Context: an optimization exercise on an open-source flow, tuned for small area, a short achievable clock period and few clock cycles per item. The choices shown serve that exercise and are no tape-out recipe. Function was checked by simulation only, so behaviour that the tests miss may differ from the original.

## flow/design.v

```verilog
module sad_row_unit #(
  parameter int PIX_W = 8,
  parameter int BLK   = 16,
  parameter int OUT_W = PIX_W + $clog2(BLK)
) (
  input  logic [BLK*PIX_W-1:0] cur,
  input  logic [BLK*PIX_W-1:0] win,
  output logic [OUT_W-1:0]     sad
);
  localparam int LV = $clog2(BLK);
  function automatic logic [PIX_W-1:0] absd(
    input logic [PIX_W-1:0] a,
    input logic [PIX_W-1:0] b
  );
    absd = (a > b) ? (a - b) : (b - a);
  endfunction
  for (genvar l = 0; l <= LV; l++) begin : g_lvl
    logic [OUT_W-1:0] s [BLK>>l];
    for (genvar k = 0; k < (BLK >> l); k++) begin : g_node
      if (l == 0) begin : g_leaf
        assign s[k] = OUT_W'(absd(cur[k*PIX_W +: PIX_W],
                                  win[k*PIX_W +: PIX_W]));
      end else begin : g_add
        assign s[k] = g_lvl[l-1].s[2*k] + g_lvl[l-1].s[2*k+1];
      end
    end
  end
  assign sad = g_lvl[LV].s[0];
endmodule
module me_search_engine #(
  parameter int PIX_W = 8,
  parameter int BLK   = 16,
  parameter int RANGE = 16,
  parameter int SAD_W = PIX_W + $clog2(BLK * BLK),
  parameter int MV_W  = $clog2(RANGE + 1) + 1
) (
  input  logic                              clk,
  input  logic                              reset,
  input  logic                              cur_valid,
  output logic                              cur_ready,
  input  logic [BLK*PIX_W-1:0]              cur_row,
  input  logic                              start,
  input  logic                              early_term_en,
  output logic                              win_rd_en,
  output logic [$clog2(BLK+2*RANGE)-1:0]    win_rd_row,
  output logic [$clog2(BLK+2*RANGE)-1:0]    win_rd_col,
  input  logic [BLK*PIX_W-1:0]              win_rd_data,
  output logic                              busy,
  output logic                              done,
  output logic signed [MV_W-1:0]            mv_x,
  output logic signed [MV_W-1:0]            mv_y,
  output logic [SAD_W-1:0]                  best_sad
);
  localparam int NP    = 2 * RANGE + 1;
  localparam int AW    = $clog2(BLK + 2 * RANGE);
  localparam int CW    = $clog2(NP);
  localparam int RW    = $clog2(BLK);
  localparam int ROW_W = PIX_W + $clog2(BLK);
  typedef enum logic [1:0] {
    IDLE,
    SEARCH,
    FLUSH,
    DONE
  } state_t;
  state_t state;
  state_t state_nx;
  logic [RW-1:0]        wr_ptr;
  logic [BLK*PIX_W-1:0] cur_mem [BLK];
  logic [CW-1:0] rd_dx, rd_dy;
  logic [RW-1:0] rd_r;
  logic          et;
  logic          p_valid;
  logic [CW-1:0] p_dx, p_dy;
  logic [RW-1:0] p_r;
  logic [SAD_W-1:0] acc, best;
  logic [CW-1:0]    best_dx, best_dy;
  logic [ROW_W-1:0] row_sad;
  logic [SAD_W-1:0] total, best_nx;
  logic [CW-1:0]    bdx_nx, bdy_nx;
  logic p_last_row, p_last_cand;
  logic complete, abort, improve;
  logic rd_last_row, rd_last_dx, rd_last;
  sad_row_unit #(
    .PIX_W (PIX_W),
    .BLK   (BLK),
    .OUT_W (ROW_W)
  ) u_sad (
    .cur (cur_mem[p_r]),
    .win (win_rd_data),
    .sad (row_sad)
  );
  assign busy       = (state != IDLE);
  assign cur_ready  = !busy;
  assign done       = (state == DONE);
  assign win_rd_en  = (state == SEARCH);
  assign win_rd_row = AW'(rd_dy) + AW'(rd_r);
  assign win_rd_col = AW'(rd_dx);
  always_comb begin
    p_last_row  = (p_r == RW'(BLK - 1));
    p_last_cand = (p_dx == CW'(NP - 1)) && (p_dy == CW'(NP - 1));
    total       = (p_r == '0 ? '0 : acc) + SAD_W'(row_sad);
    complete    = p_valid && p_last_row;
    abort       = p_valid && et && !p_last_row && (total >= best);
    improve     = complete && (total < best);
    best_nx     = improve ? total : best;
    bdx_nx      = improve ? p_dx : best_dx;
    bdy_nx      = improve ? p_dy : best_dy;
    rd_last_row = (rd_r == RW'(BLK - 1));
    rd_last_dx  = (rd_dx == CW'(NP - 1));
    rd_last     = rd_last_row && rd_last_dx && (rd_dy == CW'(NP - 1));
  end
  always_comb begin
    state_nx = state;
    unique case (state)
      IDLE:   if (start) state_nx = SEARCH;
      SEARCH: begin
        if (abort && p_last_cand) state_nx = DONE;
        else if (rd_last)         state_nx = FLUSH;
      end
      FLUSH:  if (complete) state_nx = DONE;
      DONE:   state_nx = IDLE;
      default: state_nx = IDLE;
    endcase
  end
  always_ff @(posedge clk) begin
    if (reset) state <= IDLE;
    else       state <= state_nx;
  end
  always_ff @(posedge clk) begin
    if (reset) begin
      wr_ptr <= '0;
      for (int i = 0; i < BLK; i++) cur_mem[i] <= '0;
    end else if (cur_valid && cur_ready) begin
      cur_mem[wr_ptr] <= cur_row;
      wr_ptr          <= wr_ptr + RW'(1);
    end
  end
  always_ff @(posedge clk) begin
    if (reset) begin
      rd_dx <= '0;
      rd_dy <= '0;
      rd_r  <= '0;
      et    <= 1'b0;
    end else if (state == IDLE) begin
      if (start) begin
        rd_dx <= '0;
        rd_dy <= '0;
        rd_r  <= '0;
        et    <= early_term_en;
      end
    end else if (state == SEARCH) begin
      if (abort || rd_last_row) begin
        rd_r <= '0;
        if (rd_last_dx) begin
          rd_dx <= '0;
          rd_dy <= rd_dy + CW'(1);
        end else begin
          rd_dx <= rd_dx + CW'(1);
        end
      end else begin
        rd_r <= rd_r + RW'(1);
      end
    end
  end
  always_ff @(posedge clk) begin
    if (reset) begin
      p_valid <= 1'b0;
      p_dx    <= '0;
      p_dy    <= '0;
      p_r     <= '0;
    end else begin
      p_valid <= (state == SEARCH) && !abort;
      p_dx    <= rd_dx;
      p_dy    <= rd_dy;
      p_r     <= rd_r;
    end
  end
  always_ff @(posedge clk) begin
    if (reset) begin
      acc     <= '0;
      best    <= '0;
      best_dx <= '0;
      best_dy <= '0;
    end else if (state == IDLE && start) begin
      best <= '1;
    end else if (p_valid) begin
      acc     <= total;
      best    <= best_nx;
      best_dx <= bdx_nx;
      best_dy <= bdy_nx;
    end
  end
  always_ff @(posedge clk) begin
    if (reset) begin
      mv_x     <= '0;
      mv_y     <= '0;
      best_sad <= '0;
    end else if (state != DONE && state_nx == DONE) begin
      mv_x     <= MV_W'(bdx_nx) - MV_W'(RANGE);
      mv_y     <= MV_W'(bdy_nx) - MV_W'(RANGE);
      best_sad <= best_nx;
    end
  end
endmodule
```

## flow/run.sh

```bash
#!/bin/bash
# synth_recipe.tcl (not shown) runs the flow's synth.tcl, then flattens the netlist and writes it again
# the make line also repeats each setting of config.mk as NAME=value (left out here)
make -C /OpenROAD-flow-scripts/flow DESIGN_CONFIG=/design/flow/config.mk WORK_HOME=/design/flow/orfs CLKGATE_MAP_FILE= SYNTH_SCRIPT=/design/flow/synth_recipe.tcl finish
```

## flow/config.mk

```make
export PLATFORM = sky130hd
export DESIGN_NAME = me_search_engine
export DESIGN_NICKNAME = me_search_engine
export VERILOG_FILES = /design/flow/design.v
export SDC_FILE = /design/flow/constraint.sdc
export NUM_CORES = 4
export LEC_CHECK = 0
export CAP_MARGIN = 20
export CORE_MARGIN = 2
export CORE_UTILIZATION = 40
export SLEW_MARGIN = 20
```

## flow/constraint.sdc

```tcl
create_clock -name core_clock -period 15.0 [get_ports {clk}]
set_input_delay 3.0000 -clock core_clock [delete_from_list [all_inputs] [get_ports {clk}]]
set_output_delay 3.0000 -clock core_clock [all_outputs]
set_load 0.01 [all_outputs]
```

==> insert_results.sql <==
INSERT INTO impl_metrics (metric_group, metric, value, unit) VALUES
('sta', 'grt_setup_unrepaired', 'false', ''),
('routing', 'drt-pass1-iter-count', '7', ''),
('critical_path', 'crit_type', 'register to register', ''),
('cells_and_area', 'final_net_count', '8595', ''),
('placed_design', 'port_buffers', '304', ''),
('sta', 'report.final.hold_viol_count', '0', ''),
('sta', 'final_max_slew_viol_count', '0', ''),
('placed_design', 'dpl.cell_count', '11341', ''),
('routing', 'detail_route.wirelength', '340', 'mm'),
('routing', 'routedWlPerCell', '28.9', 'µm'),
('critical_path', 'endpoint_kind', 'register', ''),
('sta', 'finalClockSkew', '74.4', 'ps'),
('clock_network', 'tritoncts', 'built', ''),
('floorplanning', 'floorplan.die.height', '529', 'µm'),
('yosys', 'mean_cell_area_of_the_mapped_netlist', '14.3', 'µm²'),
('global_route', 'global_route.overflow_total', '0', ''),
('sta', 'worst_slew_margin_rel', '22.0', '%'),
('floorplanning', 'pin_count', '305', ''),
('floorplanning', 'placeableCoreArea', '274000', 'µm²'),
('cells_and_area', 'syn_to_final_growth', '13.2', '%'),
('sta', 'finalSetupTns', '0', 'ps'),
('global_route', 'grt_util_met1', '33.1', '%'),
('critical_path', 'maximum_cell_stage_delay_along_the_critical_path', '940', 'ps'),
('clock_network', 'cts-hold-fix-buffers', '0', ''),
('global_route', 'grt_most_used_layer', 'met2', ''),
('global_route', 'grt_antenna_before_repair', '73', ''),
('yosys', 'ys_seq_elements', '2160', ''),
('clock_network', 'clk_pin_slew_worst_paths', '60', 'ps'),
('clock_network', 'cts_buffers', '225', ''),
('yosys', 'seq_area_frac_synth', '57.7', '%'),
('critical_path', 'crit_path_max_fanout', '26', ''),
('yosys', 'ys.warnings.count', '7', ''),
('yosys', 'netlist-cell-type-count', '82', ''),
('clock_network', 'postCtsResizedCells', '0', ''),
('cells_and_area', 'fillerInstances', '23835', ''),
('outcome', 'status', 'finished clean', ''),
('critical_path', 'crit_top_cell', 'ha_1', ''),
('floorplanning', 'initial_core_util', '40.3', '%'),
('sta', 'finalSetupViolCount', '0', ''),
('sta', 'fin_crit_sh', '93.7', '%'),
('yosys', 'post_syn_area', '110000', 'µm²'),
('clock_network', 'cts.htree.levels', '4', ''),
('cells_and_area', 'fin_util', '45.6', '%'),
('job', 'timing.max_cap.violations', '0', ''),
('routing', 'route.detailed.drc', '0', ''),
('clock_network', 'cts_root_buf', 'clkbuf_16', ''),
('routing', 'routed_via_density', '5.61', ''),
('cells_and_area', 'footprint_of_the_multi_input_gates', '43000', 'µm²'),
('global_route', 'grtUsageMet3', '4.62', '%'),
('sta', 'post-route-min-period', '14050', 'ps'),
('critical_path', 'critical_path.n_buffers_inverters', '8', ''),
('critical_path', 'worst_ep_required_time', '15780', 'ps'),
('global_route', 'grt_pass1_vias', '66749', ''),
('critical_path', 'family_with_the_most_delay_on_the_worst_path', 'adder cells', ''),
('routing', 'antenna_violating_nets_left', '0', ''),
('hold_path', 'min-delay-path-class', 'register to register', ''),
('routing', 'drt-initial-drc-count', '7854', ''),
('critical_path', 'crit_arrival', '14840', 'ps'),
('placed_design', 'post-dp-hpwl', '191', 'mm'),
('sta', 'worst-slew-pin-transition', '1170', 'ps'),
('yosys', 'post_synth_inst_count', '7730', ''),
('cells_and_area', 'fin_cells', '11776', ''),
('clock_network', 'clock_sinks', '2160', ''),
('global_route', 'wire_length_of_the_first_global_routing_pass', '489', 'mm'),
('yosys', 'synth-edff-count', '2048', '');
state kept, by name (all words and copies together), names as in the netlist:
name	flops
wr_ptr	4
acc	16
p_dy	6
p_r	4
best	16
et	1
mv_y	6
rd_r	4
state	2
rd_dy	6
rd_dx	6
best_dy	6
p_dx	6
best_sad	16
mv_x	6
best_dx	6
cur_mem	2048
p_valid	1
worst paths after layout:
path	from	to	slack (ps)	cells after the start
max reg2reg	p_r[0]	rd_dy[4]	950	49
min reg2reg	acc[10]	acc[10]	450	2
max	p_r[0]	rd_dy[4]	950	49
min	acc[10]	acc[10]	450	2
cell families (layout without fill, tap and decap cells):
logic type	count (synthesis)	count (layout)	synth area share (%)
DFF	2160	2160	57.7
muxes	795	795	14.5
xor gates and xnor gates	163	163	1.29
adders and majority gates	452	452	5.77
AOI/OAI and AO/OA	531	531	3.10
other	0	28	0
and+or+nand+nor	2603	2603	14.1
buffers and inverters	1026	1358	3.51
layer usage:
metal	vias up	routed length [µm]
li1	28241	-
met2	2982	162000
met1	34244	138000
met4	46	10300
met5	-	282
met3	522	30400
Yosys cell counts, types with 46 or more instances:
cell,n,area (µm²)
clkbuf_1,454,1700
mux2_2,52,586
mux4_2,640,14400
o21ai_0,96,480
nand2_1,122,458
and2_1,2054,12800
xnor2_1,105,920
edfxtp_1,2048,61500
ha_1,357,4470
mux2i_1,102,1020
xor2_1,58,508
nor2b_1,60,375
nor2_1,166,623
nand3_1,46,230
a21oi_1,193,966
inv_1,478,1790
fa_1,95,1900
dfxtp_1,112,2240
buf_1,81,304
cells in the final DEF, fill, tap and decap left out, types with 11 or more instances in the layout:
cell type,netlist,routed
dfxtp_1,112,108
xor2_1,58,58
nor2_4,0,16
o31ai_1,12,11
o21ai_0,96,96
buf_4,1,140
nand2_1,122,122
fa_1,95,95
ha_1,357,357
nor2_1,166,150
mux2i_1,102,102
clkdlybuf4s50_1,0,303
clkinv_1,0,49
bufinv_16,0,14
or2_4,0,16
o21a_1,17,17
a21oi_1,193,192
nor3_1,28,28
mux4_2,640,640
clkbuf_16,0,227
nand4_1,32,32
clkinv_2,0,32
diode_2,0,28
edfxtp_1,2048,2048
nor2b_1,60,60
buf_12,0,29
a211oi_1,41,41
mux2_2,52,52
nand3_1,46,45
inv_1,478,478
nand2b_1,15,15
a31oi_1,11,11
a21o_1,37,37
xnor2_1,105,105
and2_1,2054,2054
clkbuf_1,454,54
nor4_1,13,12
o21bai_1,32,32
through the flow:
step	hold WS (ps)	cell area [µm²]	setup slack, ps
after floorplan	432	110000	2360
after global placement	438	118000	337
after detailed placement	442	118000	330
after CTS	450	125000	1080
after global routing	477	125000	118
final	453	125000	948
cell type report:
cell class	instances	area share [%]
diodes	28	0.0561
clock buffers	282	4.72
clock inverters	125	0.970
inverters	479	1.44
multi-input cells	4544	34.4
flip-flops and latches	2160	51.0
well taps	3686	3.69
repair buffers	472	3.73
worst reg2reg max path, delay by kind of cell, from the launching register on:
kind            cells  cell delay [ps]
mux                 3             1430
fa+ha+maj           9             3600
xor+xnor            4             1170
buf+inv             8             1310
compound gates     16             3270
flops               1              940
simple gates        9             2290
Testbench counts, summed over its fixed seeds: cycles 806,220, searches 64.

[afterwards: timing with drivers on the ports]
The flow's constraints put no driver on any port. The routed layout listed below was extracted and timed again, unchanged, in two steps.
Step 1: set_driving_cell puts a clkbuf_16 on clk and a buf_2 on each other input, an assumption about the parent block.
Step 2 moves the port delays by t, midway between the first and last clock arrival at a register: inputs arrive t later, outputs are due t later. That takes back most of the time a late clock gives input paths.
Three values: no drivers, after step 1, after step 2; two values: the first two.
t (ns): 0.954
setup slack, ns: 0.948 / 0.948 / 0.106
clock arrival spread, ns: 0.079 / 0.080
cell pins on the clock port's net: 1
After both steps this run still meets setup and hold. For this run, drivers alone change the setup slack by 0.000 ns; drivers and shift together by -0.842 ns.
